What follows belongs to an exercise in optimizing a design on an open flow for small area; a production flow would make more cautious choices. RTL that was checked went through simulation tests only; none was proved equivalent to the original. The RTL of run 4 was laid out without a check of its function. The clock port is modelled as an ideal driver; clocking choices that lean on that would not hold on a real chip.

==> design/flow/design.v <==
`timescale 1ns/1ps
`default_nettype none
package car_video_pkg;
  typedef logic signed [18-1:0] world_coord_t;
  typedef logic [12-1:0] screen_count_t;
  typedef logic [3:0] color_idx_t;
  typedef struct packed {
    logic [7:0] red;
    logic [7:0] green;
    logic [7:0] blue;
  } rgb_t;
  typedef logic [9:0] tmds_word_t;
  typedef logic [7:0] apb_addr_t;
  typedef logic [31:0] apb_data_t;
  localparam color_idx_t COLOR_BLACK  = 4'h0;
  localparam color_idx_t COLOR_GRAY   = 4'h1;
  localparam color_idx_t COLOR_WHITE  = 4'h2;
  localparam color_idx_t COLOR_RED    = 4'h3;
  localparam color_idx_t COLOR_PINK   = 4'h4;
  localparam color_idx_t COLOR_DBROWN = 4'h5;
  localparam color_idx_t COLOR_BROWN  = 4'h6;
  localparam color_idx_t COLOR_ORANGE = 4'h7;
  localparam color_idx_t COLOR_YELLOW = 4'h8;
  localparam color_idx_t COLOR_DGREEN = 4'h9;
  localparam color_idx_t COLOR_GREEN  = 4'hA;
  localparam color_idx_t COLOR_LGREEN = 4'hB;
  localparam color_idx_t COLOR_PURPLE = 4'hC;
  localparam color_idx_t COLOR_DBLUE  = 4'hD;
  localparam color_idx_t COLOR_BLUE   = 4'hE;
  localparam color_idx_t COLOR_LBLUE  = 4'hF;
endpackage
`default_nettype wire
`timescale 1ns/1ps
`default_nettype none
module video_timing (
  input wire clk_100mhz,
  input wire sys_rst,
  output logic [10:0] hpos,
  output logic [9:0] ypos,
  output logic hsync_d,
  output logic vsync_d,
  output logic active_d,
  output logic new_frame
);
  localparam int H_TOTAL  = 1280 + 110 + 40 + 220;
  localparam int V_TOTAL  = 720 + 5 + 5 + 20;
  localparam int HS_START = 1280 + 110;
  localparam int HS_END   = HS_START + 40;
  localparam int LAT      = 3;
  function automatic [9:0] yv(input int v);
    yv = 10'(720 - v);
  endfunction
  function automatic [10:0] inc11(input logic [10:0] v);
    logic c;
    c = 1'b1;
    for (int i = 0; i < 11; i++) begin
      inc11[i] = v[i] ^ c;
      c = c & v[i];
    end
  endfunction
  function automatic [9:0] dec10(input logic [9:0] v);
    logic b;
    b = 1'b1;
    for (int i = 0; i < 10; i++) begin
      dec10[i] = v[i] ^ b;
      b = b & ~v[i];
    end
  endfunction
  logic h_last, y_last, y_blank;
  assign h_last = (hpos == 11'(H_TOTAL));
  assign y_last = (ypos == yv(V_TOTAL - 1));
  always_ff @(posedge clk_100mhz) begin
    if (sys_rst) begin
      hpos <= 11'd1;
      ypos <= yv(0);
    end else if (h_last) begin
      hpos <= 11'd1;
      ypos <= y_last ? yv(0) : dec10(ypos);
    end else begin
      hpos <= inc11(hpos);
    end
  end
  assign y_blank = (ypos == 10'd0) || (&ypos[9:5]);
  logic h_ge_lat;
  assign h_ge_lat  = (hpos >= 11'(LAT + 1));
  assign hsync_d   = (hpos >= 11'(HS_START + LAT + 1)) && (hpos < 11'(HS_END + LAT + 1));
  assign active_d  = h_ge_lat && (hpos < 11'(1280 + LAT + 1)) && !y_blank;
  assign vsync_d   = h_ge_lat
                   ? ((ypos >= yv(720 + 5 + 5 - 1)) && (ypos <= yv(720 + 5)))
                   : ((ypos >= yv(720 + 5 + 5)) && (ypos <= yv(720 + 5 + 1)));
  assign new_frame = (hpos == 11'(1280 + 1)) && (ypos == yv(720));
endmodule
`default_nettype wire
`timescale 1ns/1ps
`default_nettype none
module scene_regs (
  input wire clk_100mhz,
  input wire sys_rst,
  input wire psel,
  input wire penable,
  input wire pwrite,
  input wire [7:0] paddr,
  input wire [31:0] pwdata,
  input wire [3:0] btn,
  input wire new_frame,
  input wire [17:0] pan_x,      
  input wire [17:0] pan_y,      
  output logic [31:0] prdata,
  output logic pready,
  output logic pslverr,
  output logic signed [17:0] camera_x,
  output logic signed [17:0] camera_y,
  output logic [17:0] car_x_n,    
  output logic [17:0] car_y_n,    
  output logic [17:0] body_w_n,    
  output logic [17:0] body_h_n,    
  output logic [17:0] wheel_r_n,    
  output logic [3:0] bg_color
);
  logic access, addr_ok, wr;
  logic [7:0] sel;
  logic [17:0] wdata;
  logic [17:0] rd;
  assign access  = psel && penable;
  assign addr_ok = (paddr[7:5] == 3'd0) && (paddr[1:0] == 2'd0);
  assign wr      = access && pwrite && addr_ok;
  assign pready  = 1'b1;
  assign pslverr = access && !addr_ok;
  assign wdata   = pwdata[17:0];
  always_comb begin
    sel = '0;
    sel[paddr[4:2]] = 1'b1;
  end
  always_comb begin
    case (paddr[4:2])
      3'd0: rd = camera_x;
      3'd1: rd = camera_y;
      3'd2: rd = ~car_x_n;
      3'd3: rd = ~car_y_n;
      3'd4: rd = ~body_w_n;
      3'd5: rd = ~body_h_n;
      3'd6: rd = ~wheel_r_n;
      default: rd = {14'd0, bg_color};
    endcase
  end
  assign prdata = (access && !pwrite && addr_ok) ? {{14{rd[17]}}, rd} : 32'd0;
  logic pan_x_en, pan_y_en;
  assign pan_x_en = new_frame && (btn[3] || btn[2]);
  assign pan_y_en = new_frame && !btn[3] && !btn[2] && (btn[1] || btn[0]);
  function automatic [17:0] with_rst(input logic [17:0] v, input logic [17:0] r);
    with_rst = sys_rst ? r : v;
  endfunction
  logic [7:0] ld;
  assign ld = {8{sys_rst}} | ({8{wr}} & sel);
  always_ff @(posedge clk_100mhz) begin
    if (ld[0] || pan_x_en) camera_x <= ld[0] ? with_rst(wdata, 18'(0)) : pan_x;
    if (ld[1] || pan_y_en) camera_y <= ld[1] ? with_rst(wdata, 18'(0)) : pan_y;
    if (ld[2]) car_x_n <= ~with_rst(wdata, 18'(500));
    if (ld[3]) car_y_n <= ~with_rst(wdata, 18'(300));
    if (ld[4]) body_w_n <= ~with_rst(wdata, 18'(200));
    if (ld[5]) body_h_n <= ~with_rst(wdata, 18'(100));
    if (ld[6]) wheel_r_n <= ~with_rst(wdata, 18'(25));
    if (ld[7]) bg_color <= sys_rst ? 4'hF : pwdata[3:0];
  end
endmodule
`default_nettype wire
`timescale 1ns/1ps
`default_nettype none
module car_renderer (
  input wire [10:0] hpos,     
  input wire [9:0] ypos,      
  input wire signed [17:0] camera_x,
  input wire signed [17:0] camera_y,
  input wire [17:0] car_x_n,
  input wire [17:0] car_y_n,
  input wire [17:0] body_w_n,
  input wire [17:0] body_h_n,
  input wire [17:0] wheel_r_n,
  input wire [3:0] bg_color,
  input wire new_frame,
  input wire [3:0] btn,
  output logic [3:0] idx,
  output logic [17:0] pan_x,     
  output logic [17:0] pan_y      
);
  localparam logic [3:0] BLACK = 4'h0;
  localparam logic [3:0] RED   = 4'h3;
  localparam logic [3:0] BROWN = 4'h6;
  function automatic [18:0] add19(input logic [18:0] a, input logic [18:0] b, input logic cin);
    logic c;
    c = cin;
    for (int i = 0; i < 19; i++) begin
      add19[i] = a[i] ^ b[i] ^ c;
      c = (a[i] & b[i]) | (c & (a[i] ^ b[i]));
    end
  endfunction
  function automatic [18:0] sx(input logic [17:0] v);
    sx = {v[17], v};
  endfunction
  function automatic near_neg(input logic [18:0] z);
    near_neg = (&z[18:2]) && (z[1:0] != 2'b00);
  endfunction
  function automatic [1:0] wheel_axis(input logic [17:0] d, input logic [17:0] r_n);
    logic s, dmin, ins, edg;
    logic [18:0] a, b;
    s    = d[17];
    dmin = s && (d[16:0] == 17'd0);
    a = add19(sx(d), sx(r_n), 1'b1);      
    b = add19(sx(d), ~sx(r_n), 1'b0);     
    if (dmin) begin                       
      ins = (r_n != ~18'h20000);
      edg = (r_n == ~18'h20003);
    end else if (!s) begin                
      ins = a[18];
      edg = near_neg(a);
    end else begin                        
      ins = !b[18] && (b != 19'd0);
      edg = (b[18:2] == 17'd0) && (b[1:0] != 2'b00);
    end
    wheel_axis = {ins, edg};
  endfunction
  logic [17:0] dx, dy;
  logic [18:0] dxw, dyh;        
  logic [1:0] wx1, wx2, wy;
  logic in_w1, in_w2, in_body, w_edge, b_edge;
  localparam logic [17:0] PAN_X_UP = 18'(5 - (1280 + 1));
  localparam logic [17:0] PAN_X_DN = 18'(-5 - (1280 + 1));
  localparam logic [17:0] PAN_Y_UP = 18'(5);
  localparam logic [17:0] PAN_Y_DN = 18'(-5);
  logic [17:0] car_x_op, car_y_op;
  assign car_x_op = !new_frame ? car_x_n : btn[3] ? PAN_X_DN : PAN_X_UP;
  assign car_y_op = !new_frame ? car_y_n : btn[1] ? PAN_Y_DN : PAN_Y_UP;
  assign dx  = 18'(add19(add19(sx(camera_x), sx(car_x_op), 1'b0), {8'd0, hpos}, 1'b0));
  assign dy  = 18'(add19(add19(sx(camera_y), sx(car_y_op), 1'b0), {9'd0, ypos}, 1'b0));
  assign pan_x = dx;
  assign pan_y = dy;
  assign dxw = add19(sx(dx), sx(body_w_n), 1'b1);
  assign dyh = add19(sx(dy), sx(body_h_n), 1'b1);
  assign wx1 = wheel_axis(dx, wheel_r_n);
  assign wx2 = wheel_axis(dxw[17:0], wheel_r_n);
  assign wy  = wheel_axis(dy, wheel_r_n);
  assign in_w1   = wx1[1] && wy[1];
  assign in_w2   = wx2[1] && wy[1];
  assign w_edge  = wy[0] || (in_w1 ? wx1[0] : wx2[0]);
  assign in_body = !dx[17] && dxw[18] && !dy[17] && dyh[18];
  assign b_edge  = ((dx[17:2] == 16'd0) && (dx[1:0] != 2'b11)) || near_neg(dxw) ||
                   ((dy[17:2] == 16'd0) && (dy[1:0] != 2'b11)) || near_neg(dyh);
  always_comb begin
    if (in_w1 || in_w2)   idx = w_edge ? BLACK : BROWN;
    else if (in_body)     idx = b_edge ? BLACK : RED;
    else                  idx = bg_color;
  end
endmodule
`default_nettype wire
`timescale 1ns/1ps
`default_nettype none
module tmds_encoder #(
  parameter int CH = 0   
) (
  input wire [3:0] idx,
  input wire signed [3:0] disp,
  output logic [9:0] word,
  output logic signed [3:0] next_disp
);
  logic [8:0] q_m;
  logic b_zero, b_neg;           
  logic [3:0] m_step;            
  logic inv;
  if (CH == 0) begin : g_ch0
    assign q_m[0] = 16'h81fc >> idx;
    assign q_m[1] = 16'h01bc >> idx;
    assign q_m[2] = 16'h819c >> idx;
    assign q_m[3] = 16'h81dc >> idx;
    assign q_m[4] = 16'h89dc >> idx;
    assign q_m[5] = 16'h89fc >> idx;
    assign q_m[6] = 16'h89dc >> idx;
    assign q_m[7] = 16'h119e >> idx;
    assign q_m[8] = 16'hfe63 >> idx;
    assign b_zero = 16'h0000 >> idx;
    assign b_neg = 16'h7e23 >> idx;
    assign m_step[0] = 16'he79d >> idx;
    assign m_step[1] = 16'h6fbd >> idx;
    assign m_step[2] = 16'h1822 >> idx;
    assign m_step[3] = 16'h7e23 >> idx;
  end
  if (CH == 1) begin : g_ch1
    assign q_m[0] = 16'h05e4 >> idx;
    assign q_m[1] = 16'h05c4 >> idx;
    assign q_m[2] = 16'h0704 >> idx;
    assign q_m[3] = 16'h0704 >> idx;
    assign q_m[4] = 16'h8f04 >> idx;
    assign q_m[5] = 16'h0d84 >> idx;
    assign q_m[6] = 16'h0ff4 >> idx;
    assign q_m[7] = 16'h0f66 >> idx;
    assign q_m[8] = 16'h72fb >> idx;
    assign b_zero = 16'h08c0 >> idx;
    assign b_neg = 16'hf03b >> idx;
    assign m_step[0] = 16'h7dcd >> idx;
    assign m_step[1] = 16'h7ded >> idx;
    assign m_step[2] = 16'h88f2 >> idx;
    assign m_step[3] = 16'hf8fb >> idx;
  end
  if (CH == 2) begin : g_ch2
    assign q_m[0] = 16'he074 >> idx;
    assign q_m[1] = 16'hc034 >> idx;
    assign q_m[2] = 16'h4024 >> idx;
    assign q_m[3] = 16'h6024 >> idx;
    assign q_m[4] = 16'he874 >> idx;
    assign q_m[5] = 16'he844 >> idx;
    assign q_m[6] = 16'he844 >> idx;
    assign q_m[7] = 16'hd046 >> idx;
    assign q_m[8] = 16'h3feb >> idx;
    assign b_zero = 16'h0000 >> idx;
    assign b_neg = 16'h1f9b >> idx;
    assign m_step[0] = 16'hc78d >> idx;
    assign m_step[1] = 16'h4f9d >> idx;
    assign m_step[2] = 16'h1812 >> idx;
    assign m_step[3] = 16'h1f9b >> idx;
  end
  function automatic [3:0] add4(input logic [3:0] a, input logic [3:0] b, input logic cin);
    logic c;
    c = cin;
    for (int i = 0; i < 4; i++) begin
      add4[i] = a[i] ^ b[i] ^ c;
      c = (a[i] & b[i]) | (c & (a[i] ^ b[i]));
    end
  endfunction
  assign inv       = ((disp == 4'sd0) || b_zero) ? !q_m[8] : (disp[3] == b_neg);
  assign next_disp = $signed(add4(disp, m_step ^ {4{inv}}, q_m[8]));
  assign word = {inv, q_m[8], q_m[7:0] ^ {8{inv}}};
endmodule
`default_nettype wire
`timescale 1ns/1ps
`default_nettype none
module car_video_top #(
  parameter int H_ACTIVE = 1280,
  parameter int H_FRONT  = 110,
  parameter int H_SYNC   = 40,
  parameter int H_BACK   = 220,
  parameter int V_ACTIVE = 720,
  parameter int V_FRONT  = 5,
  parameter int V_SYNC   = 5,
  parameter int V_BACK   = 20
) (
  input wire clk_100mhz,
  input wire sys_rst,
  input wire psel,
  input wire penable,
  input wire pwrite,
  input wire car_video_pkg::apb_addr_t paddr,
  input wire car_video_pkg::apb_data_t pwdata,
  output car_video_pkg::apb_data_t prdata,
  output logic pready,
  output logic pslverr,
  input wire [3:0] btn,
  output car_video_pkg::tmds_word_t tmds_red,
  output car_video_pkg::tmds_word_t tmds_green,
  output car_video_pkg::tmds_word_t tmds_blue
);
  logic [10:0] hpos;
  logic [9:0] ypos;
  logic hsync_d, vsync_d, active_d, new_frame;
  logic signed [17:0] camera_x, camera_y;
  logic [17:0] car_x_n, car_y_n, body_w_n, body_h_n, wheel_r_n;
  logic [3:0] bg_color;
  logic [17:0] pan_x, pan_y;
  logic [3:0] idx, idx_q1, idx_q2, idx_q3;
  logic rst_q3;
  logic signed [3:0] disp_r, disp_g, disp_b;
  logic signed [3:0] next_r, next_g, next_b;
  logic [9:0] word_r, word_g, word_b;
  video_timing i_video_timing (
    .clk_100mhz(clk_100mhz), .sys_rst(sys_rst),
    .hpos(hpos), .ypos(ypos),
    .hsync_d(hsync_d), .vsync_d(vsync_d), .active_d(active_d), .new_frame(new_frame)
  );
  scene_regs i_scene_regs (
    .clk_100mhz(clk_100mhz), .sys_rst(sys_rst),
    .psel(psel), .penable(penable), .pwrite(pwrite), .paddr(paddr), .pwdata(pwdata),
    .btn(btn), .new_frame(new_frame), .pan_x(pan_x), .pan_y(pan_y),
    .prdata(prdata), .pready(pready), .pslverr(pslverr),
    .camera_x(camera_x), .camera_y(camera_y), .car_x_n(car_x_n), .car_y_n(car_y_n),
    .body_w_n(body_w_n), .body_h_n(body_h_n), .wheel_r_n(wheel_r_n), .bg_color(bg_color)
  );
  car_renderer i_car_renderer (
    .hpos(hpos), .ypos(ypos),
    .camera_x(camera_x), .camera_y(camera_y), .car_x_n(car_x_n), .car_y_n(car_y_n),
    .body_w_n(body_w_n), .body_h_n(body_h_n), .wheel_r_n(wheel_r_n), .bg_color(bg_color),
    .new_frame(new_frame), .btn(btn), .idx(idx), .pan_x(pan_x), .pan_y(pan_y)
  );
  always_ff @(posedge clk_100mhz) begin
    idx_q1 <= idx;
    idx_q2 <= idx_q1;
    idx_q3 <= idx_q2;
    rst_q3 <= sys_rst;
    disp_r <= active_d ? next_r : 4'sd0;
    disp_g <= active_d ? next_g : 4'sd0;
    disp_b <= active_d ? next_b : 4'sd0;
  end
  tmds_encoder #(.CH(0)) i_tmds_red   (.idx(idx_q3), .disp(disp_r), .word(word_r), .next_disp(next_r));
  tmds_encoder #(.CH(1)) i_tmds_green (.idx(idx_q3), .disp(disp_g), .word(word_g), .next_disp(next_g));
  tmds_encoder #(.CH(2)) i_tmds_blue  (.idx(idx_q3), .disp(disp_b), .word(word_b), .next_disp(next_b));
  localparam logic [9:0] CTRL_00 = 10'b1101010100;
  localparam logic [9:0] CTRL_01 = 10'b0010101011;
  localparam logic [9:0] CTRL_10 = 10'b0101010100;
  localparam logic [9:0] CTRL_11 = 10'b1010101011;
  logic [9:0] ctrl_b;
  always_comb begin
    case ({vsync_d, hsync_d})
      2'b00:   ctrl_b = CTRL_00;
      2'b01:   ctrl_b = CTRL_01;
      2'b10:   ctrl_b = CTRL_10;
      default: ctrl_b = CTRL_11;
    endcase
  end
  assign tmds_red   = active_d ? word_r : rst_q3 ? 10'd0 : CTRL_00;
  assign tmds_green = active_d ? word_g : rst_q3 ? 10'd0 : CTRL_00;
  assign tmds_blue  = active_d ? word_b : rst_q3 ? 10'd0 : ctrl_b;
endmodule
`default_nettype wire
==> design/flow/flow/run.sh <==
#!/bin/bash
# The standard layout (standard.sh) with these changes:
#  - synthesis maps the logic with an area-oriented ABC script (flow/abc_area.script) in
#    place of ORFS's speed script; the rest of the synthesis script is ORFS's, unchanged,
#    so the registers are those of the standard synthesis
#  - port buffers are sky130_fd_sc_hd__buf_1 instead of the resizer's default pick
#  - the buffers ABC put in are removed at floorplan (repair_design re-buffers as needed)
#  - clock tree synthesis inserts no dummy loads
set -euo pipefail
here=$PWD
rm -rf "$here/scripts_synth"
cp -r "$FLOW_HOME/scripts" "$here/scripts_synth"
cp "$here/flow/abc_area.script" "$here/scripts_synth/abc_speed.script"
SCRIPTS_DIR="$here/scripts_synth" bash standard.sh synth > synth.log 2>&1
export BUFFER_PORTS_ARGS="-buffer_cell sky130_fd_sc_hd__buf_1"
export REMOVE_ABC_BUFFERS=1
export CTS_ARGS="-sink_clustering_enable -repair_clock_nets -dont_use_dummy_load -buf_list sky130_fd_sc_hd__clkbuf_8"
bash standard.sh > standard.log 2>&1
==> design/flow/flow/abc_area.script <==
strash
&get -n
&st
&syn2
&dch
&nf -R 1000
&st
&syn2
&dch
&nf -R 1000
&put
topo
==> design/flow/standard.sh <==
#!/bin/bash
# synth_recipe.tcl (not shown) runs the flow's synth.tcl, then flattens the netlist and writes it again
# the make line also repeats each setting of config.mk as NAME=value (left out here)
make -C /OpenROAD-flow-scripts/flow DESIGN_CONFIG=/design/flow/config.mk WORK_HOME=/design/flow/orfs CLKGATE_MAP_FILE= SYNTH_SCRIPT=/design/flow/synth_recipe.tcl "${@:-finish}"
==> design/flow/config.mk <==
export PLATFORM = sky130hd
export DESIGN_NAME = car_video_top
export DESIGN_NICKNAME = car_video_top
export VERILOG_FILES = /design/flow/design.v
export SDC_FILE = /design/flow/constraint.sdc
export NUM_CORES = 4
export LEC_CHECK = 0
export CAP_MARGIN = 0
export CORE_MARGIN = 2
export CORE_UTILIZATION = 65
export CTS_BUF_LIST = sky130_fd_sc_hd__clkbuf_8
export GPL_TIMING_DRIVEN = 0
export PLACE_DENSITY = 0.8
export SETUP_SLACK_MARGIN = 0.6
export SLEW_MARGIN = 0
==> design/flow/constraint.sdc <==
create_clock -name core_clock -period 13.4 [get_ports {clk_100mhz}]
set_input_delay 2.6800 -clock core_clock [delete_from_list [all_inputs] [get_ports {clk_100mhz}]]
set_output_delay 2.6800 -clock core_clock [all_outputs]
set_load 0.01 [all_outputs]
==> impl_metrics.ini, run 1 <==
[clock_network]
clk_latency_ps = 490
h-tree-depth = 4
clk_pin_slew_ps = 90
cts-buffers-inserted = 17
cts_max_path_buffers = 2
clock_sinks = 176
cts_tree = built
root_buffer = clkbuf_8

[setup_path]
reg2reg_from = i_video_timing.ypos[1]
regToRegEndpoint = idx_q1[1]
setup.worst_path.start_class = primary input
critPathKind = primary input to flip-flop
cp.arrival_ps = 12940
r2r_setup_slack_ps = 970
required_ps = 13750
setup.worst_path.end = idx_q1[1]
cp-end-kind = flip-flop
crit_top_cell = fa_1
ff2ff_path_depth = 43
slowest_stage = or4_1
cp_max_fo = 3
cp-startpoint = btn[1]
critPathMaxStageDelay_ps = 540

[layout]
final_core_util_pct = 73.1
seq_area_sq_um = 4820
nFillCells = 1470
antenna_cells = 0
multi_input_area_sq_um = 8770
drive_gt1_share_pct = 11.0
area_growth_pct = 11.0
fin_nets = 1674

[global_routing]
grt_pass1_vias = 10800
grt_pass1_wl_microns = 62800
grt_max_degree = 42
grt_overflow = 0
grt_antenna_before_repair = 0
grt_usage_pct = 38.7

[worst_hold_path]
min_path_type = flip-flop to flip-flop

[yosys]
yosys_register_bits = 176
syn_area_sq_um = 13800
synth_top_area_share_pct = 28.5
ys_warn_count = 7
synth_edf_count = 130
avgSynthCellArea_sq_um = 11.2
synthDistinctLibCells = 53
synth_top_cell_by_area = fa_1
ys_top_cells_by_count = 196 x fa_1, 130 x edfxtp_1, 123 x nand2_1
synthTopCellsByArea = fa_1 29%, edfxtp_1 28%, dfxtp_1 6.7%, ha_1 5.4%, nand2_1 3.4%
yosysMostFrequentCell = fa_1
yosysSeqAreaShare_pct = 35.1
synth_flop_cell = edfxtp_1
post_synth_inst_count = 1228
synthArstFlopShare_pct = 0

[route]
first_pass_iters = 5
via_per_inst = 6.62
wl_per_cell_microns = 25.3
vias = 10900
drt_iter0_markers = 1225
post-route-drc-count = 0
ant_nets = 0
wirelength_microns = 41600

[timing]
worstMarginPinSlew_ps = 1280
slew_violations = 0
fin_skew_ps = 40.0
relSlewSlack_pct = 14.7
setup_viol = 0
setup-tns-final_ps = 0
hold_violations = 0
fmax_ghz = 0.0794
layout_min_cycle_time_ps = 12590
rsz0062_at_grt = no
period_share_pct = 94.0

[placement]
port-buffer-count = 97
place_congestion = 1.04
hpwl_microns = 30600

[floorplan]
die_w_microns = 149
io_pins = 113
rows = 53
die_h_microns = 149
core_area_sq_um = 20900
start_util_pct = 65.9
die-area_sq_um = 22300

[run]
drv_cap = 0

[run_status]
status = finished clean
==> registers in the layout (all words and copies together) (netlist names), 10 cells and up <==
name and flops:
i_video_timing.ypos 10, i_video_timing.hpos 11, i_scene_regs.car_x_n 18, i_scene_regs.camera_y 18
i_scene_regs.camera_x 18, i_scene_regs.wheel_r_n 18, i_scene_regs.body_w_n 18, i_scene_regs.body_h_n 18
i_scene_regs.car_y_n 18
==> worst min path at each step <==
stage | startpoint | end | slack (ps) | depth (start not counted)
final | idx_q1[2] | idx_q2[2] | 310 | 0
after global routing | idx_q1[2] | idx_q2[2] | 300 | 0
after CTS | idx_q1[2] | idx_q2[2] | 300 | 0
after detailed placement | idx_q1[2] | idx_q2[2] | 310 | 0
after global placement | idx_q1[1] | idx_q2[1] | 310 | 0
after floorplan | idx_q1[0] | idx_q2[0] | 310 | 0
==> cell families after synthesis <==
logic type                 share of synthesized area [%]
and+or+nand+nor                                     13.7
adders and majority gates                           33.9
AOI/OAI and AO/OA                                   10.7
other                                             0.0273
DFF                                                 35.1
muxes                                              0.218
buffers and inverters                               3.46
xor gates and xnor gates                            2.93
==> stage by stage <==
step / hold slack, ps / cells / instance area (sq um) / worst slack (ps)
final: 307 / 1643 / 15300 / 809
after global routing: 299 / 1643 / 15300 / 594
after CTS: 299 / 1626 / 15000 / 615
after detailed placement: 314 / 1592 / 14500 / -910
after global placement: 311 / 1584 / 14300 / -1260
after floorplan: 310 / 1212 / 13600 / 550
==> critical path: cells and delay by family <==
| family | cells | cell delay (ps) |
|---|---|---|
| buffers and inverters | 5 | 600 |
| AO/OA/AOI/OAI | 2 | 670 |
| AND/OR/NAND/NOR | 5 | 1020 |
| adder cells (fa/ha/maj) | 18 | 7320 |
| XOR/XNOR | 3 | 670 |
==> per-layer routing <==
layer	share of wire, %	vias up	wire length (microns)	global-route usage, %
met4	4.7	0	1960	17.7
met5	0	-	0	0
met3	14	145	5630	12.0
li1	-	4607	-	-
met1	38	5284	15700	54.1
met2	44	836	18200	56.0
==> repair_timing <==
| action | CTS | global route |
|---|---|---|
| gates cloned | 0 | 0 |
| setup endpoints to repair | 4 | 4 |
| hold buffers | 0 | 0 |
| gates resized for setup | 57 | 32 |
| pin swaps | 17 | 22 |
| setup buffers | 17 | 17 |
==> placed cells by master, fill, tap and decap left out, drive strengths merged, types with 8 or more instances in the layout <==
| cell type | netlist | final |
|---|---|---|
| nand2b | 31 | 31 |
| and2 | 10 | 10 |
| nand4 | 23 | 23 |
| buf | 16 | 139 |
| xnor2 | 30 | 30 |
| clkbuf | 0 | 17 |
| o21ai | 55 | 55 |
| nor2 | 113 | 113 |
| nand3 | 15 | 15 |
| a21oi | 69 | 69 |
| nor4 | 30 | 30 |
| and3 | 8 | 8 |
| xor2 | 16 | 16 |
| dfxtp | 46 | 46 |
| edfxtp | 130 | 130 |
| fa | 196 | 196 |
| clkinv | 95 | 93 |
| a21o | 10 | 10 |
| ha | 59 | 59 |
| nand2 | 123 | 123 |
| a211oi | 15 | 15 |
| o22ai | 37 | 37 |
| nor3 | 15 | 15 |
==> area by class of cell <==
| cell class | count | share of cell area [%] |
|---|---|---|
| Timing Repair Buffer | 139 | 4.84 |
| Multi-Input combinational cell | 941 | 57.4 |
| Clock buffer | 17 | 1.53 |
| Tap cell | 275 | 2.25 |
| Sequential cell | 176 | 31.6 |
| Inverter | 95 | 2.34 |
==> inputs of run 2 (changes only) <==
--- a/design/flow/flow/run.sh
+++ b/design/flow/flow/run.sh
@@ -7,3 +7,3 @@
 #  - the buffers ABC put in are removed at floorplan (repair_design re-buffers as needed)
-#  - clock tree synthesis inserts no dummy loads
+#  - clock tree synthesis inserts no dummy loads and clusters at most 10 sinks per leaf buffer
 set -euo pipefail
@@ -16,3 +16,3 @@
 export REMOVE_ABC_BUFFERS=1
-export CTS_ARGS="-sink_clustering_enable -repair_clock_nets -dont_use_dummy_load -buf_list sky130_fd_sc_hd__clkbuf_8"
+export CTS_ARGS="-sink_clustering_enable -sink_clustering_size 10 -sink_clustering_max_diameter 50 -repair_clock_nets -dont_use_dummy_load -buf_list sky130_fd_sc_hd__clkbuf_8"
 bash standard.sh > standard.log 2>&1
==> impl_metrics.ini, run 2 <==
[run_status]
status = finished clean

[clock_network]
root_buffer = clkbuf_8
h-tree-depth = 4
cts_max_path_buffers = 2
cts-buffers-inserted = 17
cts_tree = built
clk_latency_ps = 490
clock_sinks = 176
clk_pin_slew_ps = 90

[global_routing]
grt_max_degree = 42
grt_usage_pct = 38.7
grt_pass1_vias = 10800
grt_pass1_wl_microns = 62800
grt_antenna_before_repair = 0
grt_overflow = 0

[layout]
area_growth_pct = 11.0
fin_nets = 1674
final_core_util_pct = 73.1
nFillCells = 1470
mostFrequentLayoutCells = 136 x fa_1, 130 x edfxtp_1, 121 x nand2_1, 112 x nor2_1, 95 x buf_1
antenna_cells = 0
drive_gt1_share_pct = 11.0
multi_input_area_sq_um = 8770
seq_area_sq_um = 4820
layout_commonest_cell = fa_1

[floorplan]
die_w_microns = 149
io_pins = 113
die_h_microns = 149
rows = 53
start_util_pct = 65.9
core_area_sq_um = 20900
die-area_sq_um = 22300

[yosys]
synth_flop_cell = edfxtp_1
avgSynthCellArea_sq_um = 11.2
synthArstFlopShare_pct = 0
yosysMostFrequentCell = fa_1
synth_top_cell_by_area = fa_1
synth_edf_count = 130
synthTopCellsByArea = fa_1 29%, edfxtp_1 28%, dfxtp_1 6.7%, ha_1 5.4%, nand2_1 3.4%
yosysSeqAreaShare_pct = 35.1
yosys_register_bits = 176
ys_top_cells_by_count = 196 x fa_1, 130 x edfxtp_1, 123 x nand2_1
synth_top_area_share_pct = 28.5
synthDistinctLibCells = 53
post_synth_inst_count = 1228
syn_area_sq_um = 13800
ys_warn_count = 7

[setup_path]
cp_max_fo = 3
slowest_stage = or4_1
required_ps = 13750
cp.arrival_ps = 12940
critPathMaxStageDelay_ps = 540
cp-end-kind = flip-flop
setup.worst_path.start_class = primary input
critPathKind = primary input to flip-flop
crit_top_cell = fa_1

[timing]
slew_violations = 0
fmax_ghz = 0.0794
worstMarginPinSlew_ps = 1280
fin_skew_ps = 40.0
fin_ws_ps = 809
layout_min_cycle_time_ps = 12590
relSlewSlack_pct = 14.7
rsz0062_at_grt = no
holdWs_ps = 307
setup_viol = 0
period_share_pct = 94.0
hold_violations = 0
setup-tns-final_ps = 0

[run]
drv_cap = 0

[route]
vias = 10900
wl_per_cell_microns = 25.3
wirelength_microns = 41600
ant_nets = 0
post-route-drc-count = 0
first_pass_iters = 5
drt_iter0_markers = 1225
via_per_inst = 6.62

[placement]
place_congestion = 1.04
place_ws_ps = -910
hpwl_microns = 30600
port-buffer-count = 97

[worst_hold_path]
min_path_type = flip-flop to flip-flop
-- run 2: logic make-up (layout without fill, tap and decap cells) --
kind of cell / after synthesis / in the layout / share of synthesized area, %
fa+ha+maj: 255 / 255 / 33.9
simple gates: 397 / 397 / 13.7
buf+inv: 111 / 251 / 3.46
mux: 3 / 3 / 0.218
xor+xnor: 46 / 46 / 2.93
flops: 176 / 176 / 35.1
other cells: 1 / 1 / 0.0273
compound gates: 239 / 239 / 10.7
-- run 2: area by class of cell --
type                    instances  share of cell area (%)
well taps                     275                    2.25
repair buffers                139                    4.84
clock buffers                  17                    1.53
flip-flops and latches        176                    31.6
inverters                      95                    2.34
multi-input cells             941                    57.4
-- run 2: routing by layer --
layer	routed length [microns]	track usage (%)
met4	1960	17.7
met3	5630	12.0
met2	18200	56.0
met1	15700	54.1
met5	0	0
-- run 2: per-stage QoR --
stage / cell area (sq um) / cells
floorplan: 13600 / 1212
global placement: 14300 / 1584
detailed placement: 14500 / 1592
CTS: 15000 / 1626
global route: 15300 / 1643
finish: 15300 / 1643
-- run 2: worst paths after layout --
| kind | startpoint | to | slack [ps] | cells after the start |
|---|---|---|---|---|
| setup reg to reg | i_video_timing.ypos[1] | idx_q1[1] | 970 | 43 |
| hold / removal | idx_q1[2] | idx_q2[2] | 310 | 0 |
| hold reg to reg | idx_q1[2] | idx_q2[2] | 310 | 0 |
| setup / recovery | btn[1] | idx_q1[1] | 810 | 33 |
-- run 2: worst max-delay path: cells and delay by family --
family	cells	cell delay, ps
buffers and inverters	5	600
AOI/OAI and AO/OA	2	670
and+or+nand+nor	5	1020
adders and majority gates	18	7320
xor gates and xnor gates	3	670
-- run 2: repair_timing --
action,CTS,global route
pin swaps,17,22
gates cloned,0,0
setup endpoints to repair,4,4
gates resized for setup,57,32
endpoints found under the hold margin,0,0
hold buffers,0,0
setup buffers,17,17
==> inputs of run 3 (changes only) <==
--- a/design/flow/flow/run.sh
+++ b/design/flow/flow/run.sh
@@ -7,3 +7,4 @@
 #  - the buffers ABC put in are removed at floorplan (repair_design re-buffers as needed)
-#  - clock tree synthesis inserts no dummy loads and clusters at most 10 sinks per leaf buffer
+#  - clock tree synthesis inserts no dummy loads, and clock buffers driving 12 or more
+#    flip-flops are then swapped for clkbuf_16 (flow/post_cts.tcl) to keep clock slew low
 set -euo pipefail
@@ -16,3 +17,4 @@
 export REMOVE_ABC_BUFFERS=1
-export CTS_ARGS="-sink_clustering_enable -sink_clustering_size 10 -sink_clustering_max_diameter 50 -repair_clock_nets -dont_use_dummy_load -buf_list sky130_fd_sc_hd__clkbuf_8"
+export CTS_ARGS="-sink_clustering_enable -repair_clock_nets -dont_use_dummy_load -buf_list sky130_fd_sc_hd__clkbuf_8"
+export POST_CTS_TCL="$here/flow/post_cts.tcl"
 bash standard.sh > standard.log 2>&1
==> design/flow/flow/post_cts.tcl (new file) <==
set n_up 0
foreach inst [[ord::get_db_block] getInsts] {
  if {[[$inst getMaster] getName] ne "sky130_fd_sc_hd__clkbuf_8"} { continue }
  set net [[$inst findITerm X] getNet]
  if {$net eq "NULL"} { continue }
  set loads [expr {[llength [$net getITerms]] - 1}]
  if {$loads >= 12} {
    replace_cell [get_cells [$inst getName]] sky130_fd_sc_hd__clkbuf_16
    incr n_up
  }
}
puts "post_cts: upsized $n_up clock buffers"
if {$n_up > 0} {
  estimate_parasitics -placement
  detailed_placement
  check_placement -verbose
}
--- a/design/flow/config.mk
+++ b/design/flow/config.mk
@@ -13,3 +13,3 @@
 export PLACE_DENSITY = 0.8
-export SETUP_SLACK_MARGIN = 0.6
+export SETUP_SLACK_MARGIN = 0.3
 export SLEW_MARGIN = 0
==> impl_metrics.ini, run 3 <==
[run_status]
status = finished clean

[layout]
stdcell_area_sq_um = 15200
mostFrequentLayoutCells = 157 x fa_1, 130 x edfxtp_1, 120 x nand2_1, 112 x nor2_1, 95 x buf_1
area_growth_pct = 10.8
antenna_cells = 0
layout_commonest_cell = fa_1
drive_gt1_share_pct = 8.89
final_cells = 1636
fin_nets = 1667
nFillCells = 1497
multi_input_area_sq_um = 8720
seq_area_sq_um = 4820

[setup_path]
reg2reg_from = i_video_timing.ypos[1]
r2r_setup_slack_ps = 710
crit_top_cell = fa_1
slowest_stage = or4_1
setup.worst_path.start_class = primary input
required_ps = 13700
critPathKind = primary input to flip-flop
cp-end-kind = flip-flop
crit_family = adder cells
path_buf_inv = 5
ff2ff_path_depth = 43
cp_max_fo = 7
critPathMaxStageDelay_ps = 540
cp.arrival_ps = 13280
regToRegEndpoint = idx_q1[1]

[worst_hold_path]
hp-start = idx_q2[1]
holdPathEnd = idx_q3[1]
min_path_cells = 0
min_path_type = flip-flop to flip-flop

[route]
wirelength_microns = 41300
post-route-drc-count = 0
first_pass_iters = 5
drt_iter0_markers = 1404
via_per_inst = 6.67
ant_nets = 0
wl_per_cell_microns = 25.2
vias = 10900

[yosys]
synth_flop_cell = edfxtp_1
synthDistinctLibCells = 53
syn_area_sq_um = 13800
ys_top_cells_by_count = 196 x fa_1, 130 x edfxtp_1, 123 x nand2_1
yosysMostFrequentCell = fa_1
post_synth_inst_count = 1228
synthArstFlopShare_pct = 0
avgSynthCellArea_sq_um = 11.2
synth_edf_count = 130
yosys_register_bits = 176
yosysSeqAreaShare_pct = 35.1
synth_top_area_share_pct = 28.5
synthTopCellsByArea = fa_1 29%, edfxtp_1 28%, dfxtp_1 6.7%, ha_1 5.4%, nand2_1 3.4%
ys_warn_count = 7
synth_top_cell_by_area = fa_1

[global_routing]
grt_pass1_wl_microns = 62200
grt_pass1_vias = 10700
grt_antenna_before_repair = 0
grt_overflow = 0
grt_max_degree = 42
grt_usage_pct = 38.3

[timing]
worstMarginPinSlew_ps = 1300
slew_violations = 0
rsz0062_at_grt = no
period_share_pct = 96.8
fin_skew_ps = 27.4
setup_viol = 0
relSlewSlack_pct = 13.1
hold_violations = 0
layout_min_cycle_time_ps = 12980
fmax_ghz = 0.0771

[floorplan]
die-area_sq_um = 22300
core_area_sq_um = 20900
start_util_pct = 65.9
rows = 53
die_w_microns = 149
io_pins = 113
die_h_microns = 149

[clock_network]
clk_pin_slew_ps = 70
clk_latency_ps = 410
clock_sinks = 176
cts_tree = built

[placement]
place_area_sq_um = 14500
hpwl_microns = 30600
place_congestion = 1.04
port-buffer-count = 97
dp_cells = 1592

[run]
drv_cap = 0
## run 3: cell counts after synthesis
Identical to the previous run, type by type.
## run 3: per-layer routing
metal,vias up,global-route usage [%],routed length [microns]
met1,5351,54.0,15800
met2,853,56.1,18400
met3,126,11.5,5380
met4,0,16.3,1690
li1,4586,-,-
met5,-,0,0
## run 3: cell families after synthesis
logic type	count (synthesis)	share of synthesized area [%]
and+or+nand+nor	397	13.7
adders and majority gates	255	33.9
AOI/OAI and AO/OA	239	10.7
DFF	176	35.1
buffers and inverters	111	3.46
xor gates and xnor gates	46	2.93
muxes	3	0.218
other	1	0.0273
## run 3: worst max-delay path by stage
stage | slack, ps | end | cells after the start | from
after global placement | -1260 | idx_q1[1] | 37 | i_video_timing.hpos[2]
after detailed placement | -910 | idx_q1[1] | 35 | btn[3]
after global routing | 250 | idx_q1[1] | 35 | btn[3]
final | 420 | idx_q1[1] | 33 | btn[1]
after floorplan | 550 | idx_q1[1] | 33 | btn[3]
## run 3: area by class of cell
cell class                      instances  area share, %
Multi-Input combinational cell        941           57.2
Sequential cell                       176           31.6
Timing Repair Buffer                  132           4.51
Inverter                               95           2.34
Tap cell                              275           2.26
Clock buffer                           17           2.05
## run 3: worst register-to-register path: cells and delay by family, from the launching register on
kind / cells / cell delay [ps]
AOI/OAI and AO/OA: 4 / 550
DFF: 1 / 420
and+or+nand+nor: 11 / 2700
buffers and inverters: 7 / 680
adders and majority gates: 21 / 8280
## run 3: through the flow
step / setup TNS (ps) / utilization (%) / setup WS, ps / hold WS, ps
global placement: -4610 / 68.7 / -1260 / 311
floorplan: 0 / - / 550 / 310
detailed placement: -3180 / 69.4 / -910 / 314
finish: 0 / 73.0 / 424 / 329
global route: 0 / 73.0 / 248 / 325
==> inputs of run 4 (changes only) <==
--- a/design/flow/design.v
+++ b/design/flow/design.v
@@ -202,9 +202,7 @@
   endfunction
-  function automatic [1:0] wheel_axis(input logic [17:0] d, input logic [17:0] r_n);
+  function automatic [1:0] wheel_axis(input logic [17:0] d, input logic [17:0] r_n,
+                                      input logic [18:0] a, input logic [18:0] b);
     logic s, dmin, ins, edg;
-    logic [18:0] a, b;
     s    = d[17];
     dmin = s && (d[16:0] == 17'd0);
-    a = add19(sx(d), sx(r_n), 1'b1);      
-    b = add19(sx(d), ~sx(r_n), 1'b0);     
     if (dmin) begin                       
@@ -223,20 +221,28 @@
   logic [18:0] dxw, dyh;        
+  logic [18:0] ax1, bx1, ax2, bx2, ay, by;
   logic [1:0] wx1, wx2, wy;
   logic in_w1, in_w2, in_body, w_edge, b_edge;
-  localparam logic [17:0] PAN_X_UP = 18'(5 - (1280 + 1));
-  localparam logic [17:0] PAN_X_DN = 18'(-5 - (1280 + 1));
-  localparam logic [17:0] PAN_Y_UP = 18'(5);
-  localparam logic [17:0] PAN_Y_DN = 18'(-5);
-  logic [17:0] car_x_op, car_y_op;
-  assign car_x_op = !new_frame ? car_x_n : btn[3] ? PAN_X_DN : PAN_X_UP;
-  assign car_y_op = !new_frame ? car_y_n : btn[1] ? PAN_Y_DN : PAN_Y_UP;
+  localparam logic [17:0] PAN_X_OP = 18'(-(1280 + 1));
+  localparam logic [17:0] PAN_UP   = 18'(5 - 1);    
+  localparam logic [17:0] PAN_DN   = 18'(-5 - 1);
+  logic [17:0] car_x_op, car_y_op, r_op, bh_op;
+  assign car_x_op = new_frame ? PAN_X_OP : car_x_n;
+  assign car_y_op = new_frame ? 18'd0 : car_y_n;
+  assign r_op     = !new_frame ? wheel_r_n : btn[3] ? PAN_DN : PAN_UP;
+  assign bh_op    = !new_frame ? body_h_n : btn[1] ? PAN_DN : PAN_UP;
   assign dx  = 18'(add19(add19(sx(camera_x), sx(car_x_op), 1'b0), {8'd0, hpos}, 1'b0));
   assign dy  = 18'(add19(add19(sx(camera_y), sx(car_y_op), 1'b0), {9'd0, ypos}, 1'b0));
-  assign pan_x = dx;
-  assign pan_y = dy;
   assign dxw = add19(sx(dx), sx(body_w_n), 1'b1);
-  assign dyh = add19(sx(dy), sx(body_h_n), 1'b1);
-  assign wx1 = wheel_axis(dx, wheel_r_n);
-  assign wx2 = wheel_axis(dxw[17:0], wheel_r_n);
-  assign wy  = wheel_axis(dy, wheel_r_n);
+  assign dyh = add19(sx(dy), sx(bh_op), 1'b1);
+  assign ax1 = add19(sx(dx), sx(r_op), 1'b1);          
+  assign bx1 = add19(sx(dx), ~sx(r_op), 1'b0);         
+  assign ax2 = add19(sx(dxw[17:0]), sx(r_op), 1'b1);   
+  assign bx2 = add19(sx(dxw[17:0]), ~sx(r_op), 1'b0);
+  assign ay  = add19(sx(dy), sx(r_op), 1'b1);
+  assign by  = add19(sx(dy), ~sx(r_op), 1'b0);
+  assign pan_x = ax1[17:0];
+  assign pan_y = dyh[17:0];
+  assign wx1 = wheel_axis(dx, wheel_r_n, ax1, bx1);
+  assign wx2 = wheel_axis(dxw[17:0], wheel_r_n, ax2, bx2);
+  assign wy  = wheel_axis(dy, wheel_r_n, ay, by);
   assign in_w1   = wx1[1] && wy[1];
--- a/design/flow/config.mk
+++ b/design/flow/config.mk
@@ -13,3 +13,2 @@
 export PLACE_DENSITY = 0.8
-export SETUP_SLACK_MARGIN = 0.3
 export SLEW_MARGIN = 0
==> impl_metrics.ini, run 4 <==
[route]
ant_nets = 0
wirelength_microns = 41300
first_pass_iters = 6
wl_per_cell_microns = 24.9
post-route-drc-count = 0
vias = 11200
drt_iter0_markers = 1252
via_per_inst = 6.73

[setup_path]
required_ps = 13750
r2r_setup_slack_ps = 540
critPathKind = primary input to flip-flop
crit_family = adder cells
setup.worst_path.start_class = primary input
reg2reg_from = i_video_timing.ypos[2]
cp_max_fo = 15
cp.arrival_ps = 13270
ff2ff_path_depth = 39
crit_top_cell = fa_1
path_buf_inv = 1
regToRegEndpoint = idx_q1[1]
setup.worst_path.end = idx_q1[1]
slowest_stage = and2_0
path_depth = 29
critPathMaxStageDelay_ps = 800
cp-startpoint = btn[3]
cp-end-kind = flip-flop

[yosys]
ys_warn_count = 7
synthArstFlopShare_pct = 0
synth_flop_cell = edfxtp_1
synth_top_area_share_pct = 28.1
avgSynthCellArea_sq_um = 11.0
synth_edf_count = 130
yosysSeqAreaShare_pct = 34.4
synth_top_cell_by_area = fa_1
ys_top_cells_by_count = 197 x fa_1, 135 x clkinv_1, 130 x edfxtp_1
synthTopCellsByArea = fa_1 28%, edfxtp_1 28%, dfxtp_1 6.6%, ha_1 5.4%, clkinv_1 3.6%
yosysMostFrequentCell = fa_1
syn_area_sq_um = 14000
synthDistinctLibCells = 54
post_synth_inst_count = 1274
yosys_register_bits = 176

[floorplan]
die-area_sq_um = 22800
io_pins = 113
rows = 53
core_area_sq_um = 21100
start_util_pct = 66.5
die_h_microns = 151
die_w_microns = 151

[run]
drv_cap = 0

[timing]
setup_viol = 0
fmax_ghz = 0.0774
worstMarginPinSlew_ps = 1290
rsz0062_at_grt = no
hold_violations = 0
layout_min_cycle_time_ps = 12920
setup-tns-final_ps = 0
slew_violations = 0
period_share_pct = 96.4
relSlewSlack_pct = 13.7
fin_skew_ps = 28.7
holdWs_ps = 327

[global_routing]
grt_antenna_before_repair = 0
grt_usage_pct = 38.2
grt_pass1_vias = 11100
grt_max_degree = 43
grt_overflow = 0
grt_pass1_wl_microns = 62600

[layout]
stdcell_area_sq_um = 15100
final_core_util_pct = 71.7
antenna_cells = 0
mostFrequentLayoutCells = 197 x fa_1, 135 x clkinv_1, 130 x edfxtp_1, 114 x nor2_1, 96 x buf_1
fin_nets = 1690
drive_gt1_share_pct = 2.39
layout_commonest_cell = fa_1
area_growth_pct = 7.83

[clock_network]
clk_latency_ps = 420
cts_tree = built
clk_pin_slew_ps = 70
clock_sinks = 176

[placement]
port-buffer-count = 97
place_congestion = 0.999
place_area_sq_um = 14800
hpwl_microns = 32100

[run_status]
status = finished clean

[worst_hold_path]
min_path_type = flip-flop to flip-flop
run 4: kinds of logic after synthesis:
family / Yosys count / synth area share [%]
simple gates: 382 / 13.3
compound gates: 266 / 11.8
fa+ha+maj: 257 / 33.5
flops: 176 / 34.4
buf+inv: 151 / 4.47
xor+xnor: 38 / 2.37
mux: 3 / 0.232
other cells: 1 / 0.0267
run 4: metal layers:
metal | GRT usage (%) | part of all wire, % | vias to the layer above
met3 | 11.6 | 14 | 134
li1 | - | - | 4703
met2 | 56.6 | 44 | 844
met5 | 0 | 0 | -
met4 | 15.4 | 4.1 | 0
met1 | 53.4 | 38 | 5471
run 4: area by class of cell:
| type | count | area, sq um |
|---|---|---|
| fill | 1517 | 5960 |
| timing repair buffer | 107 | 533 |
| clock buffer | 17 | 324 |
| inverter | 135 | 507 |
| sequential | 176 | 4820 |
| tap | 275 | 344 |
| multi-input combinational | 947 | 8590 |
run 4: worst min-delay path by stage:
stage	start	to	slack, ps	cells after the start
2_1_floorplan	idx_q1[0]	idx_q2[0]	310	0
3_3_place_gp	idx_q2[1]	idx_q3[1]	310	0
3_5_place_dp	idx_q2[2]	idx_q3[2]	310	0
5_1_grt	idx_q1[1]	idx_q2[1]	330	0
6_report	idx_q1[3]	idx_q2[3]	330	0
run 4: through the flow:
stage	instances	worst slack, ps
after floorplan	1258	936
after global placement	1630	-1590
after detailed placement	1640	217
after global routing	1657	70.7
final	1657	479
==> inputs of run 5 (changes only) <==
--- a/design/flow/design.v
+++ b/design/flow/design.v
@@ -90,3 +90,5 @@
                    : ((ypos >= yv(720 + 5 + 5)) && (ypos <= yv(720 + 5 + 1)));
-  assign new_frame = (hpos == 11'(1280 + 1)) && (ypos == yv(720));
+  always_ff @(posedge clk_100mhz) begin
+    new_frame <= !sys_rst && (hpos == 11'(1280)) && (ypos == yv(720));
+  end
 endmodule
@@ -236,8 +238,8 @@
   assign dyh = add19(sx(dy), sx(bh_op), 1'b1);
-  assign ax1 = add19(sx(dx), sx(r_op), 1'b1);          
-  assign bx1 = add19(sx(dx), ~sx(r_op), 1'b0);         
-  assign ax2 = add19(sx(dxw[17:0]), sx(r_op), 1'b1);   
-  assign bx2 = add19(sx(dxw[17:0]), ~sx(r_op), 1'b0);
-  assign ay  = add19(sx(dy), sx(r_op), 1'b1);
-  assign by  = add19(sx(dy), ~sx(r_op), 1'b0);
+  assign ax1 = add19(sx(dx), sx(r_op), 1'b1);              
+  assign bx1 = add19(sx(dx), ~sx(wheel_r_n), 1'b0);        
+  assign ax2 = add19(sx(dxw[17:0]), sx(wheel_r_n), 1'b1);  
+  assign bx2 = add19(sx(dxw[17:0]), ~sx(wheel_r_n), 1'b0);
+  assign ay  = add19(sx(dy), sx(wheel_r_n), 1'b1);
+  assign by  = add19(sx(dy), ~sx(wheel_r_n), 1'b0);
   assign pan_x = ax1[17:0];
--- a/design/flow/config.mk
+++ b/design/flow/config.mk
@@ -7,3 +7,3 @@
 export LEC_CHECK = 0
-export CAP_MARGIN = 0
+export CAP_MARGIN = 10
 export CORE_MARGIN = 2
@@ -13,2 +13,2 @@
 export PLACE_DENSITY = 0.8
-export SLEW_MARGIN = 0
+export SLEW_MARGIN = 10
==> impl_metrics.ini, run 5 <==
[yosys]
yosysSeqAreaShare_pct = 34.5
synthTopCellsByArea = fa_1 28%, edfxtp_1 28%, dfxtp_1 6.7%, ha_1 5.3%, clkinv_1 4.2%
synth_edf_count = 130
synth_top_area_share_pct = 28.1
synthDistinctLibCells = 51
yosysMostFrequentCell = fa_1
ys_top_cells_by_count = 197 x fa_1, 157 x clkinv_1, 130 x edfxtp_1
synthArstFlopShare_pct = 0
syn_area_sq_um = 14100
post_synth_inst_count = 1274
yosys_register_bits = 177
synth_flop_cell = edfxtp_1
ys_warn_count = 7
synth_top_cell_by_area = fa_1
avgSynthCellArea_sq_um = 11.0

[global_routing]
grt_pass1_vias = 10900
grt_usage_pct = 36.8
grt_antenna_before_repair = 0
grtUsageMet2_pct = 60.6
top_usage_layer = met2
grt_overflow = 0
met3_usage_pct = 9.19
grt_pass1_wl_microns = 60700
met1_usage_pct = 47.1
grt_max_degree = 50

[floorplan]
die-area_sq_um = 22800
die_h_microns = 151
io_pins = 113
start_util_pct = 66.4
core_area_sq_um = 21200
die_w_microns = 151
rows = 53

[timing]
hold_violations = 0
fmax_ghz = 0.0782
setup-tns-final_ps = 0
worstMarginPinSlew_ps = 1380
period_share_pct = 95.5
layout_min_cycle_time_ps = 12800
fin_skew_ps = 16.7
setup_viol = 0
fin_ws_ps = 605
slew_violations = 0
relSlewSlack_pct = 8.16
holdWs_ps = 326
rsz0062_at_grt = no

[worst_hold_path]
holdPathEnd = idx_q3[2]
min_path_type = flip-flop to flip-flop
min_path_cells = 0
hp-start = idx_q2[2]

[setup_path]
critPathKind = flip-flop to flip-flop
r2r_setup_slack_ps = 600
path_depth = 32
cp.arrival_ps = 13160
cp_max_fo = 29
ff2ff_path_depth = 32
setup.worst_path.start_class = flip-flop
reg2reg_from = i_video_timing.new_frame
crit_family = adder cells
required_ps = 13760
path_buf_inv = 2
critPathMaxStageDelay_ps = 1230
regToRegEndpoint = idx_q1[1]
slowest_stage = dfxtp_1
cp-end-kind = flip-flop
crit_top_cell = fa_1

[layout]
antenna_cells = 0
layout_commonest_cell = fa_1
nFillCells = 1572
area_growth_pct = 7.24
final_cells = 1653
stdcell_area_sq_um = 15100
mostFrequentLayoutCells = 197 x fa_1, 156 x clkinv_1, 130 x edfxtp_1, 96 x buf_1, 91 x nor2_1
drive_gt1_share_pct = 2.18
fin_nets = 1685

[route]
via_per_inst = 6.56
wl_per_cell_microns = 23.9
ant_nets = 0
post-route-drc-count = 0
vias = 10800
wirelength_microns = 39600
drt_iter0_markers = 1071
first_pass_iters = 5

[placement]
place_congestion = 0.980
dp_cells = 1636
place_area_sq_um = 14700
port-buffer-count = 97
place_ws_ps = 493
hpwl_microns = 29600

[clock_network]
clock_sinks = 177
cts_tree = built
clk_pin_slew_ps = 60
clk_latency_ps = 420

[run]
drv_cap = 0

[run_status]
status = finished clean
-- run 5: layout make-up --
cell class,count,area [sq um],share of cell area [%]
timing repair buffer,103,422,2.80
tap,275,344,2.28
clock buffer,17,347,2.30
inverter,157,592,3.93
sequential,177,4840,32.1
multi-input combinational,924,8520,56.5
-- run 5: cell families after synthesis --
kind of cell	share of synthesized area (%)
xor+xnor	2.62
other cells	0.0267
flops	34.5
fa+ha+maj	33.3
buf+inv	5.05
mux	0.0712
compound gates	12.0
simple gates	12.4
-- run 5: metal layers --
layer / vias up / routed length (microns)
met3: 125 / 4180
met1: 5350 / 14600
li1: 4677 / -
met2: 691 / 19300
met4: 0 / 1490
met5: - / 0
-- run 5: through the flow --
stage / util, %
after global routing: 71.2
final: 71.2
after detailed placement: 69.6
after floorplan: -
after global placement: 69.2
-- run 5: worst max path at each step --
stage | from | end | slack (ps)
6_report | i_video_timing.new_frame | idx_q1[1] | 600
5_1_grt | i_video_timing.new_frame | idx_q1[1] | 120
3_5_place_dp | i_video_timing.new_frame | idx_q1[1] | 490
3_3_place_gp | i_video_timing.new_frame | idx_q1[1] | -190
2_1_floorplan | i_video_timing.new_frame | idx_q1[1] | 2250
==> inputs of run 6 (changes only) <==
--- a/design/flow/config.mk
+++ b/design/flow/config.mk
@@ -13,2 +13,3 @@
 export PLACE_DENSITY = 0.8
+export SETUP_SLACK_MARGIN = 0.8
 export SLEW_MARGIN = 10
==> impl_metrics.ini, run 6 <==
[timing]
fin_skew_ps = 18.1
layout_min_cycle_time_ps = 12020
fmax_ghz = 0.0832
slew_violations = 0
rsz0062_at_grt = no
worstMarginPinSlew_ps = 1230
hold_violations = 0
setup_viol = 0
period_share_pct = 89.7
fin_ws_ps = 1380
relSlewSlack_pct = 17.8

[setup_path]
setup.worst_path.start_class = flip-flop
cp-startpoint = i_video_timing.new_frame
slowest_stage = fa_1
critPathMaxStageDelay_ps = 730
cp.arrival_ps = 12380
required_ps = 13760
crit_top_cell = fa_1
cp-end-kind = flip-flop
ff2ff_path_depth = 32
reg2reg_from = i_video_timing.new_frame
cp_max_fo = 29
critPathKind = flip-flop to flip-flop

[placement]
dp_cells = 1636
place_ws_ps = 493
port-buffer-count = 97
place_congestion = 0.980
hpwl_microns = 29600

[clock_network]
clock_sinks = 177
clk_latency_ps = 420
cts_tree = built
clk_pin_slew_ps = 70

[run]
drv_cap = 0

[layout]
layout_commonest_cell = fa_1
antenna_cells = 0
fin_nets = 1685
final_core_util_pct = 71.3
area_growth_pct = 7.33
drive_gt1_share_pct = 2.32
final_cells = 1653
mostFrequentLayoutCells = 197 x fa_1, 156 x clkinv_1, 130 x edfxtp_1, 96 x buf_1, 91 x nor2_1

[yosys]
synthTopCellsByArea = fa_1 28%, edfxtp_1 28%, dfxtp_1 6.7%, ha_1 5.3%, clkinv_1 4.2%
yosys_register_bits = 177
syn_area_sq_um = 14100
synth_flop_cell = edfxtp_1
synth_edf_count = 130
synthDistinctLibCells = 51
ys_top_cells_by_count = 197 x fa_1, 157 x clkinv_1, 130 x edfxtp_1
yosysMostFrequentCell = fa_1
yosysSeqAreaShare_pct = 34.5
avgSynthCellArea_sq_um = 11.0
ys_warn_count = 7
post_synth_inst_count = 1274
synthArstFlopShare_pct = 0
synth_top_cell_by_area = fa_1
synth_top_area_share_pct = 28.1

[route]
drt_iter0_markers = 1170
ant_nets = 0
vias = 10900
via_per_inst = 6.58
first_pass_iters = 5
wirelength_microns = 39500
post-route-drc-count = 0
wl_per_cell_microns = 23.9

[floorplan]
io_pins = 113
start_util_pct = 66.4
die_w_microns = 151
core_area_sq_um = 21200
die_h_microns = 151
rows = 53
die-area_sq_um = 22800

[global_routing]
grt_pass1_vias = 10900
grt_max_degree = 50
grt_overflow = 0
grt_usage_pct = 36.8
grt_pass1_wl_microns = 60700
grt_antenna_before_repair = 0

[worst_hold_path]
min_path_type = flip-flop to flip-flop
min_path_cells = 0
hp-start = idx_q2[3]

[run_status]
status = finished clean
-- run 6: final cells by class --
cell class / count / area, sq um
Inverter: 157 / 594
Sequential cell: 177 / 4850
Timing Repair Buffer: 103 / 422
Multi-Input combinational cell: 924 / 8530
Tap cell: 275 / 344
Clock buffer: 17 / 347
Fill cell: 1572 / 6070
-- run 6: final timing paths --
| path | endpoint | slack (ps) |
|---|---|---|
| worst max register to register | idx_q1[1] | 1380 |
| worst max-delay path | idx_q1[1] | 1380 |
| worst min-delay path | idx_q3[3] | 320 |
| worst min register to register | idx_q3[3] | 320 |
-- run 6: critical path: cells and delay by family, from the launching register on --
family | cells | cell delay [ps]
AO/OA/AOI/OAI | 3 | 550
adder cells (fa/ha/maj) | 21 | 9200
buffers and inverters | 2 | 170
flip-flops | 1 | 470
AND/OR/NAND/NOR | 6 | 1570
-- run 6: logic make-up (layout without fill, tap and decap cells) --
family                     Yosys count  after routing  synth area share (%)
buffers and inverters              173            277                  5.05
AOI/OAI and AO/OA                  273            273                  12.0
muxes                                1              1                0.0712
DFF                                177            177                  34.5
other                                1              1                0.0267
and+or+nand+nor                    351            351                  12.4
adders and majority gates          256            256                  33.3
xor gates and xnor gates            42             42                  2.62
-- run 6: stage by stage --
step | area, sq um | TNS [ps] | hold slack (ps)
2_1_floorplan | 13900 | 0 | 310
6_report | 15100 | 0 | 324
3_5_place_dp | 14700 | 0 | 312
5_1_grt | 15100 | 0 | 329
3_3_place_gp | 14600 | -346 | 312
-- run 6: layer usage --
| layer | vias up | wire length [microns] | global-route usage, % |
|---|---|---|---|
| met5 | - | 0 | 0 |
| met4 | 0 | 1550 | 15.4 |
| met3 | 129 | 4470 | 9.19 |
| met2 | 704 | 19200 | 60.6 |
| met1 | 5373 | 14300 | 47.1 |
| li1 | 4679 | - | - |
==> inputs of run 7 (changes only) <==
--- a/design/flow/config.mk
+++ b/design/flow/config.mk
@@ -9,6 +9,6 @@
 export CORE_MARGIN = 2
-export CORE_UTILIZATION = 65
+export CORE_UTILIZATION = 78
 export CTS_BUF_LIST = sky130_fd_sc_hd__clkbuf_8
 export GPL_TIMING_DRIVEN = 0
-export PLACE_DENSITY = 0.8
+export PLACE_DENSITY = 0.88
 export SETUP_SLACK_MARGIN = 0.8
==> impl_metrics.ini, run 7 <==
[route]
wl_per_cell_microns = 25.7
wirelength_microns = 41300
vias = 11200
wl_met2_microns = 20000
via_per_inst = 6.97
drt_iter0_markers = 1272
highest-signal-layer = met4
post-route-drc-count = 0
dr_wl_met3_microns = 5400
m1WireLength_microns = 13400
first_pass_iters = 5
ant_nets = 0

[setup_path]
path_buf_inv = 7
cp-end-kind = flip-flop
regToRegEndpoint = idx_q1[1]
cp-startpoint = i_video_timing.new_frame
critPathMaxStageDelay_ps = 800
r2r_setup_slack_ps = 1230
critPathKind = flip-flop to flip-flop
crit_top_cell = fa_1
cp_max_fo = 29
reg2reg_from = i_video_timing.new_frame
crit_family = adder cells
slowest_stage = fa_1
setup.worst_path.start_class = flip-flop
ff2ff_path_depth = 38
setup.worst_path.end = idx_q1[1]
cp.arrival_ps = 12520
required_ps = 13750
path_depth = 38

[timing]
holdWs_ps = 318
rsz0062_at_grt = no
layout_min_cycle_time_ps = 12170
fin_skew_ps = 15.4
worstMarginPinSlew_ps = 1280
slew_violations = 0
hold_violations = 0
setup_viol = 0
setup-tns-final_ps = 0
period_share_pct = 90.8
relSlewSlack_pct = 14.7
fmax_ghz = 0.0822
fin_ws_ps = 1230

[yosys]
synth_top_cell_by_area = fa_1
yosysMostFrequentCell = fa_1
synth_top_area_share_pct = 28.1
yosysSeqAreaShare_pct = 34.5
yosys_register_bits = 177
synth_edf_count = 130
ys_top_cells_by_count = 197 x fa_1, 157 x clkinv_1, 130 x edfxtp_1
avgSynthCellArea_sq_um = 11.0
post_synth_inst_count = 1274
synth_flop_cell = edfxtp_1
ys_warn_count = 7
syn_area_sq_um = 14100
synthDistinctLibCells = 51
synthTopCellsByArea = fa_1 28%, edfxtp_1 28%, dfxtp_1 6.7%, ha_1 5.3%, clkinv_1 4.2%
synthArstFlopShare_pct = 0

[layout]
fin_nets = 1686
antenna_cells = 0
drive_gt1_share_pct = 2.32
area_growth_pct = 6.79
nFillCells = 999
mostFrequentLayoutCells = 197 x fa_1, 156 x clkinv_1, 130 x edfxtp_1, 96 x buf_1, 91 x nor2_1
stdcell_area_sq_um = 15000
layout_commonest_cell = fa_1

[placement]
port-buffer-count = 97
hpwl_microns = 30000
place_congestion = 0.978
place_ws_ps = 634
place_area_sq_um = 14700

[worst_hold_path]
min_path_type = flip-flop to flip-flop
hp-start = idx_q2[1]

[run_status]
status = finished clean

[floorplan]
die_h_microns = 138
rows = 49
die_w_microns = 138
io_pins = 113
die-area_sq_um = 19100
core_area_sq_um = 17800
start_util_pct = 78.8

[clock_network]
cts_tree = built
clk_latency_ps = 410
clk_pin_slew_ps = 80
clock_sinks = 177

[run]
drv_cap = 0

[global_routing]
grt_overflow = 0
grt_usage_pct = 44.9
grt_pass1_wl_microns = 64000
grt_pass1_vias = 11600
grt_antenna_before_repair = 0
grt_max_degree = 50
run 7: cell counts after synthesis:
Identical to the previous run, type by type.
run 7: logic make-up (layout without fill, tap and decap cells):
kind of cell             after synthesis  count (layout)  share of synthesized area, %
XOR/XNOR                              42              42                          2.62
buffers and inverters                173             278                          5.05
adder cells (fa/ha/maj)              256             256                          33.3
AO/OA/AOI/OAI                        273             273                          12.0
flip-flops                           177             177                          34.5
AND/OR/NAND/NOR                      351             351                          12.4
other                                  1               1                        0.0267
multiplexers                           1               1                        0.0712
run 7: metal layers:
| layer | vias to the layer above | global-route usage (%) |
|---|---|---|
| met5 | - | 0 |
| met4 | 0 | 23.1 |
| met3 | 213 | 12.8 |
| met2 | 956 | 73.6 |
| met1 | 5372 | 55.3 |
| li1 | 4672 | - |
run 7: worst min path at each step:
stage	end	slack [ps]	cells after the start
5_1_grt	idx_q3[1]	320	0
3_5_place_dp	idx_q3[0]	310	0
2_1_floorplan	idx_q2[0]	310	0
3_3_place_gp	idx_q3[3]	310	0
6_report	idx_q3[1]	320	0
run 7: layout make-up:
type | instances | area (sq um) | area share (%)
Multi-Input combinational cell | 924 | 8530 | 56.8
Sequential cell | 177 | 4850 | 32.3
Inverter | 157 | 594 | 3.96
Timing Repair Buffer | 104 | 430 | 2.87
Clock buffer | 17 | 324 | 2.16
Tap cell | 229 | 287 | 1.91
run 7: through the flow:
stage               instances  utilization (%)
global placement         1584             81.8
detailed placement       1591             82.2
floorplan                1258                -
global route             1608             84.1
finish                   1608             84.1

## separate check: timing with driven ports
In the flow no input, the clock included, has a driving cell. The finished layouts below were timed again as built, in two steps. Step 1 assumes that a clkbuf_16 drives the clock port and a buf_2 every other input. Step 2 adds t to the input delays and takes it off the output delays; t is the mean of the earliest and latest rising clock arrival at the registers after step 1. Input paths then give back, and output paths get back, about the clock's delay inside the block. Three values: ideal, step 1, step 2; two values: the first two.
| run | shift t [ns] | setup slack, ns | worst hold slack (ns) |
|---|---|---|---|
| run 1 | 0.510 | 0.809 / 0.828 / 0.318 | 0.307 / 0.307 / 0.307 |
| run 2 | 0.510 | 0.809 / 0.828 / 0.318 | 0.307 / 0.307 / 0.307 |
| run 3 | 0.450 | 0.424 / 0.447 / -0.003 | 0.329 / 0.328 / 0.328 |
| run 4 | 0.453 | 0.479 / 0.503 / 0.051 | 0.327 / 0.327 / 0.327 |
| run 5 | 0.467 | 0.605 / 0.605 / 0.605 | 0.326 / 0.326 / 0.326 |
| run 6 | 0.461 | 1.375 / 1.375 / 1.375 | 0.324 / 0.324 / 0.324 |
| run 7 | 0.446 | 1.230 / 1.230 / 1.230 | 0.318 / 0.318 / 0.318 |
Met with ideal ports but missed after step 2: setup timing in run 3.
